This design comes from an exercise in tuning for small area and a short achievable clock period on the open sky130 flow, not from production work. Only simulation tests tie the RTL to the original design; equivalence was not proved. Power and IR drop assume default switching activity.

## old
==> module fifo16, before the edit <==
module fifo16 (
	input  logic               clk,
	input  logic               reset_L,
	input  logic               i_wr,
	input  logic [6-1:0] i_wr_data,
	input  logic               i_rd,
	output logic [6-1:0] o_head,
	output logic               o_hv,
	output logic               o_overrun
);
	logic [6-1:0] head;
	logic [6-1:0] body [16-1];
	logic [6-1:0] body_head;
	logic               hv;
	logic [7:0]         bcnt;
	logic [15:0]        bsel;
	logic               overrun;
	logic               b_empty;
	logic               full;
	logic               wr_ok;
	always_comb begin
		bsel[0] = !bcnt[7] && !bcnt[0];
		bsel[8] =  bcnt[7] &&  bcnt[0];
		for (int k = 1; k < 8; k++) begin
			bsel[k]     =  bcnt[k-1] && !bcnt[k];
			bsel[k + 8] = !bcnt[k-1] &&  bcnt[k];
		end
	end
	assign b_empty = bsel[0];
	assign full    = hv && bsel[15];
	assign wr_ok = i_wr && (!full || i_rd);
	always_ff @(posedge clk) begin
		if (wr_ok && hv) begin
			body[0] <= i_wr_data;
			for (int k = 1; k < 16-1; k++)
				body[k] <= body[k-1];
		end
	end
	always_comb begin
		body_head = '0;
		for (int k = 1; k < 16; k++)
			body_head = body_head | ({6{bsel[k]}} & body[k-1]);
	end
	always_ff @(posedge clk) begin
		if (i_rd && !b_empty)
			head <= body_head;
		else if (wr_ok && (!hv || i_rd))
			head <= i_wr_data;
	end
	always_ff @(posedge clk) begin
		if (!reset_L) begin
			hv      <= 1'b0;
			bcnt    <= 8'd0;
			overrun <= 1'b0;
		end else begin
			hv <= wr_ok || (hv && !(i_rd && b_empty));
			if (wr_ok && hv && !i_rd)
				bcnt <= {bcnt[6:0], !bcnt[7]};
			else if (i_rd && !b_empty && !wr_ok)
				bcnt <= {!bcnt[0], bcnt[7:1]};
			if (i_wr)
				overrun <= !wr_ok;
		end
	end
	assign o_head    = head;
	assign o_hv      = hv;
	assign o_overrun = overrun;
endmodule
==> module vc_arbiter, before the edit <==
module vc_arbiter (
	input  logic                            clk,
	input  logic                            reset_L,
	input  logic                            i_enable,
	input  logic [4-1:0]              i_in_valid,
	input  logic [4-1:0][6-1:0] i_in_head,
	input  logic [4-1:0]              i_out_af,
	output logic [4-1:0]              o_in_pop,
	output logic [4-1:0]              o_out_wr,
	output logic [3:0]                      o_out_data
);
	logic [4-1:0] eligible;
	logic [4-1:0] last_q;
	logic [4-1:0] grant;
	logic               grant_vld;
	logic [4-1:0] xfer_wr_d;
	logic [3:0]         xfer_pl_d;
	logic [4-1:0] xfer_wr_q;
	logic [3:0]         xfer_pl_q;
	always_comb begin
		for (int i = 0; i < 4; i++)
			eligible[i] = i_enable && i_in_valid[i] &&
				!i_out_af[i_in_head[i][6-1 -: 2]];
	end
	always_comb begin
		for (int i = 0; i < 4; i++) begin
			logic [1:0] p1, p2, p3;
			p1 = 2'(i + 1);
			p2 = 2'(i + 2);
			p3 = 2'(i + 3);
			grant[i] = eligible[i] && (
				last_q[p3] ||
				(last_q[p2] && !eligible[p3]) ||
				(last_q[p1] && !eligible[p2] && !eligible[p3]) ||
				(last_q[i]  && !eligible[p1] && !eligible[p2] && !eligible[p3]));
		end
	end
	assign grant_vld = |eligible;
	always_comb begin
		xfer_wr_d = '0;
		xfer_pl_d = '0;
		for (int i = 0; i < 4; i++) begin
			if (grant[i]) begin
				xfer_wr_d[i_in_head[i][6-1 -: 2]] = 1'b1;
				xfer_pl_d = xfer_pl_d | i_in_head[i][3:0];
			end
		end
	end
	assign o_in_pop = grant;
	always_ff @(posedge clk) begin
		if (!reset_L) begin
			last_q    <= 4'b1000;
			xfer_wr_q <= '0;
		end else begin
			xfer_wr_q <= xfer_wr_d;
			if (grant_vld)
				last_q <= grant;
		end
	end
	always_ff @(posedge clk)
		xfer_pl_q <= xfer_pl_d;
	assign o_out_wr   = xfer_wr_q;
	assign o_out_data = xfer_pl_q;
endmodule
==> module flow_switch_top, before the edit <==
module flow_switch_top (
	input  logic                        clk,
	input  logic                        reset_L,
	input  logic                        i_psel,
	input  logic                        i_penable,
	input  logic                        i_pwrite,
	input  logic [4-1:0]          i_paddr,
	input  logic [8-1:0]          i_pwdata,
	output logic [8-1:0]          o_prdata,
	output logic                        o_pready,
	output logic                        o_pslverr,
	input  logic [4-1:0]          i_push,
	input  logic [4*6-1:0]  i_in_data,
	input  logic [4-1:0]          i_pop,
	output logic [4*6-1:0]  o_out_data,
	output logic [4-1:0]          o_out_empty
);
	logic [4-1:0]              in_empty;
	logic [4-1:0]              in_error;
	logic [4-1:0][6-1:0] in_head;
	logic [4-1:0]              in_pop;
	logic [4-1:0]              out_empty;
	logic [4-1:0]              out_af;
	logic [4-1:0]              out_error;
	logic [4-1:0]              out_wr;
	logic [3:0]                      xfer_data;
	logic                            enable;
	logic [3:0]                      af;
	logic                            af_wr;
	logic [3:0]                      af_wdata;
	for (genvar g = 0; g < 4; g++) begin : g_ch
		logic [3:0] out_head;
		logic       in_hv;
		fifo16 u_in_fifo (
			.clk        (clk),
			.reset_L    (reset_L),
			.i_wr       (i_push[g]),
			.i_wr_data  (i_in_data[g*6 +: 6]),
			.i_rd       (in_pop[g]),
			.o_head     (in_head[g]),
			.o_hv       (in_hv),
			.o_overrun  (in_error[g])
		);
		fifo16_out u_out_fifo (
			.clk        (clk),
			.reset_L    (reset_L),
			.i_wr       (out_wr[g]),
			.i_wr_data  (xfer_data),
			.i_rd       (i_pop[g]),
			.i_af       (af),
			.i_af_wr    (af_wr),
			.i_af_wdata (af_wdata),
			.o_head     (out_head),
			.o_empty    (out_empty[g]),
			.o_af       (out_af[g]),
			.o_underrun (out_error[g])
		);
		assign in_empty[g] = !in_hv;
		assign o_out_data[g*6 +: 6] = i_pop[g] ? {2'(g), out_head} : '0;
		assign o_out_empty[g] = out_empty[g];
	end
	vc_arbiter u_arbiter (
		.clk        (clk),
		.reset_L    (reset_L),
		.i_enable   (enable),
		.i_in_valid (~in_empty),
		.i_in_head  (in_head),
		.i_out_af   (out_af),
		.o_in_pop   (in_pop),
		.o_out_wr   (out_wr),
		.o_out_data (xfer_data)
	);
	flow_ctrl_regs u_regs (
		.clk         (clk),
		.reset_L     (reset_L),
		.i_psel      (i_psel),
		.i_penable   (i_penable),
		.i_pwrite    (i_pwrite),
		.i_paddr     (i_paddr),
		.i_pwdata    (i_pwdata),
		.o_prdata    (o_prdata),
		.o_pready    (o_pready),
		.o_pslverr   (o_pslverr),
		.i_in_empty  (in_empty),
		.i_in_error  (in_error),
		.i_out_empty (out_empty),
		.i_out_error (out_error),
		.o_enable    (enable),
		.o_af        (af),
		.o_af_wr     (af_wr),
		.o_af_wdata  (af_wdata)
	);
endmodule
export LEC_CHECK = 0
export CAP_MARGIN = 20
export CORE_MARGIN = 2
export CORE_UTILIZATION = 45
export CTS_BUF_LIST = sky130_fd_sc_hd__clkbuf_8
export CTS_CLUSTER_DIAMETER = 50
export CTS_CLUSTER_SIZE = 16
export PLACE_DENSITY = 0.6
export SETUP_SLACK_MARGIN = 2.2
export SLEW_MARGIN = 20
create_clock -name core_clock -period 5.0 [get_ports {clk}]
standard.sh (not shown) runs the stock make flow with config.mk's settings and CLKGATE_MAP_FILE= SYNTH_SCRIPT=/design/flow/synth_recipe.tcl, a recipe that flattens the netlist after the stock synthesis.
==> flow/flow/run.sh <==
#!/bin/bash
# Standard synthesis, then the combinational logic re-mapped by ABC with a
# delay target (registers untouched), then the standard layout steps.
set -euo pipefail
W=$(pwd)
R=$W/orfs/results/$FLOW_PLATFORM/flow_switch_top/base
LIB=$FLOW_HOME/platforms/sky130hd/lib/sky130_fd_sc_hd__tt_025C_1v80.lib
DELAY=${REMAP_DELAY_PS:-2000}
bash standard.sh synth > $W/synth.log 2>&1
cp $R/1_2_yosys.v $W/std_synth.v
sed -e "s|@LIB@|$LIB|g" -e "s|@IN@|$W/std_synth.v|g" -e "s|@OUT@|$W/remap.v|g" \
    -e "s|@DELAY@|$DELAY|g" -e "s|@CONSTR@|$W/flow/abc.constr|g" -e "s|@RDSCRIPT@|$W/flow/rdcone.abc|g" flow/remap.ys.in > $W/remap.ys
yosys -s $W/remap.ys > $W/remap.log 2>&1
cp $W/remap.v $R/1_2_yosys.v
rm -f $R/1_synth.odb $R/1_synth.sdc
bash standard.sh MATCH_CELL_FOOTPRINT=0 'BUFFER_PORTS_ARGS=-buffer_cell sky130_fd_sc_hd__buf_2' finish > $W/finish.log 2>&1
Other scripts of this flow, unchanged in this note and not shown: flow/flow/abc.constr, flow/flow/rdcone.abc, flow/flow/remap.ys.in
old finished end to end and its layout was clean on timing, DRC and antenna.
Setup changes, old to new
--- a/flow/design.v
+++ b/flow/design.v
@@ -41,4 +41,5 @@
 	output logic [6-1:0] o_head,
 	output logic               o_hv,
+	output logic [1:0]         o_dest,
 	output logic               o_overrun
 );
@@ -53,4 +54,8 @@
 	logic               full;
 	logic               wr_ok;
+	logic               head_ld_body;
+	logic               head_ld_in;
+	logic [6-1:0] head_next;
+	logic [1:0]         dest_n;
 	always_comb begin
 		bsel[0] = !bcnt[7] && !bcnt[0];
@@ -76,9 +81,10 @@
 			body_head = body_head | ({6{bsel[k]}} & body[k-1]);
 	end
+	assign head_ld_body = i_rd && !b_empty;
+	assign head_ld_in   = wr_ok && (!hv || i_rd);
+	assign head_next    = head_ld_body ? body_head : head_ld_in ? i_wr_data : head;
 	always_ff @(posedge clk) begin
-		if (i_rd && !b_empty)
-			head <= body_head;
-		else if (wr_ok && (!hv || i_rd))
-			head <= i_wr_data;
+		head   <= head_next;
+		dest_n <= ~head_next[6-1 -: 2];
 	end
 	always_ff @(posedge clk) begin
@@ -99,4 +105,5 @@
 	assign o_head    = head;
 	assign o_hv      = hv;
+	assign o_dest    = ~dest_n;
 	assign o_overrun = overrun;
 endmodule
@@ -109,4 +116,5 @@
 	input  logic [4-1:0][6-1:0] i_in_head,
 	input  logic [4-1:0]              i_out_af,
+	input  logic [4-1:0][1:0]         i_in_dest,
 	output logic [4-1:0]              o_in_pop,
 	output logic [4-1:0]              o_out_wr,
@@ -124,5 +132,5 @@
 		for (int i = 0; i < 4; i++)
 			eligible[i] = i_enable && i_in_valid[i] &&
-				!i_out_af[i_in_head[i][6-1 -: 2]];
+				!i_out_af[i_in_dest[i]];
 	end
 	always_comb begin
@@ -145,5 +153,5 @@
 		for (int i = 0; i < 4; i++) begin
 			if (grant[i]) begin
-				xfer_wr_d[i_in_head[i][6-1 -: 2]] = 1'b1;
+				xfer_wr_d[i_in_dest[i]] = 1'b1;
 				xfer_pl_d = xfer_pl_d | i_in_head[i][3:0];
 			end
@@ -254,4 +262,5 @@
 	logic [4-1:0]              in_error;
 	logic [4-1:0][6-1:0] in_head;
+	logic [4-1:0][1:0]         in_dest;
 	logic [4-1:0]              in_pop;
 	logic [4-1:0]              out_empty;
@@ -275,4 +284,5 @@
 			.o_head     (in_head[g]),
 			.o_hv       (in_hv),
+			.o_dest     (in_dest[g]),
 			.o_overrun  (in_error[g])
 		);
@@ -302,4 +312,5 @@
 		.i_in_head  (in_head),
 		.i_out_af   (out_af),
+		.i_in_dest  (in_dest),
 		.o_in_pop   (in_pop),
 		.o_out_wr   (out_wr),
## What came out
Compared to old, new has clock group total power about 13% higher. new vs. old: number of multi-input logic gates went up by 19. new finished all stages; the layout is clean. The final layout from old, which completed every stage, passed the timing, design-rule and antenna checks at the end of the flow. [new] worst slack at placement rose 0.15 ns relative to old. When new is measured against old, its sequential cell count turns out about 1.1% higher. The share of final-layout standard cells stronger than drive strength 1 in new was higher than what old gave. The run showing the greater leakage power total is new. Diff old -> new | final standard cell area without fillers | up slightly. The area growth from synthesis to layout of old and that of new are within noise of each other. Compared with old, in new power drawn by the combinational cells now larger, effective utilization at floorplan decreased by 0.17 points relative to the old numbers, power went up about 5%, layout buffer count excluding clock buffers shrank by about 20%, total standard cell area after synthesis went up about 1.4%. Post-detailed-routing wire length on new is behind old.

## what the ideal ports hide
No port has a modelled driver above. Below, the same layouts with a new extraction and two added sets of constraints. Step 1 sets driving cells, clkbuf_16 on the clock port and buf_2 on the other inputs (assumed; they add their load-dependent delay and slew). Step 2 times the ports against the registers' clock, not the clock port: input delays grow and output delays shrink by t, the midpoint of the rising clock arrivals with the driver on. a / b / c = no drivers / after step 1 / after step 2; a / b = the first two.
| run | t (ns) | setup WS [ns] | worst register clock-pin slew, ns | worst data-port slew with drivers (ns) |
|---|---|---|---|---|
| old | 0.731 | 2.199 / 2.182 / 1.804 | 0.11 / 0.11 | 0.09 |
| new | 0.736 | 2.260 / 2.187 / 1.654 | 0.11 / 0.11 | 0.12 |
After both steps every run listed still meets setup and hold. For new, which loses most, drivers alone change the setup slack by -0.073 ns; drivers and shift together by -0.606 ns.
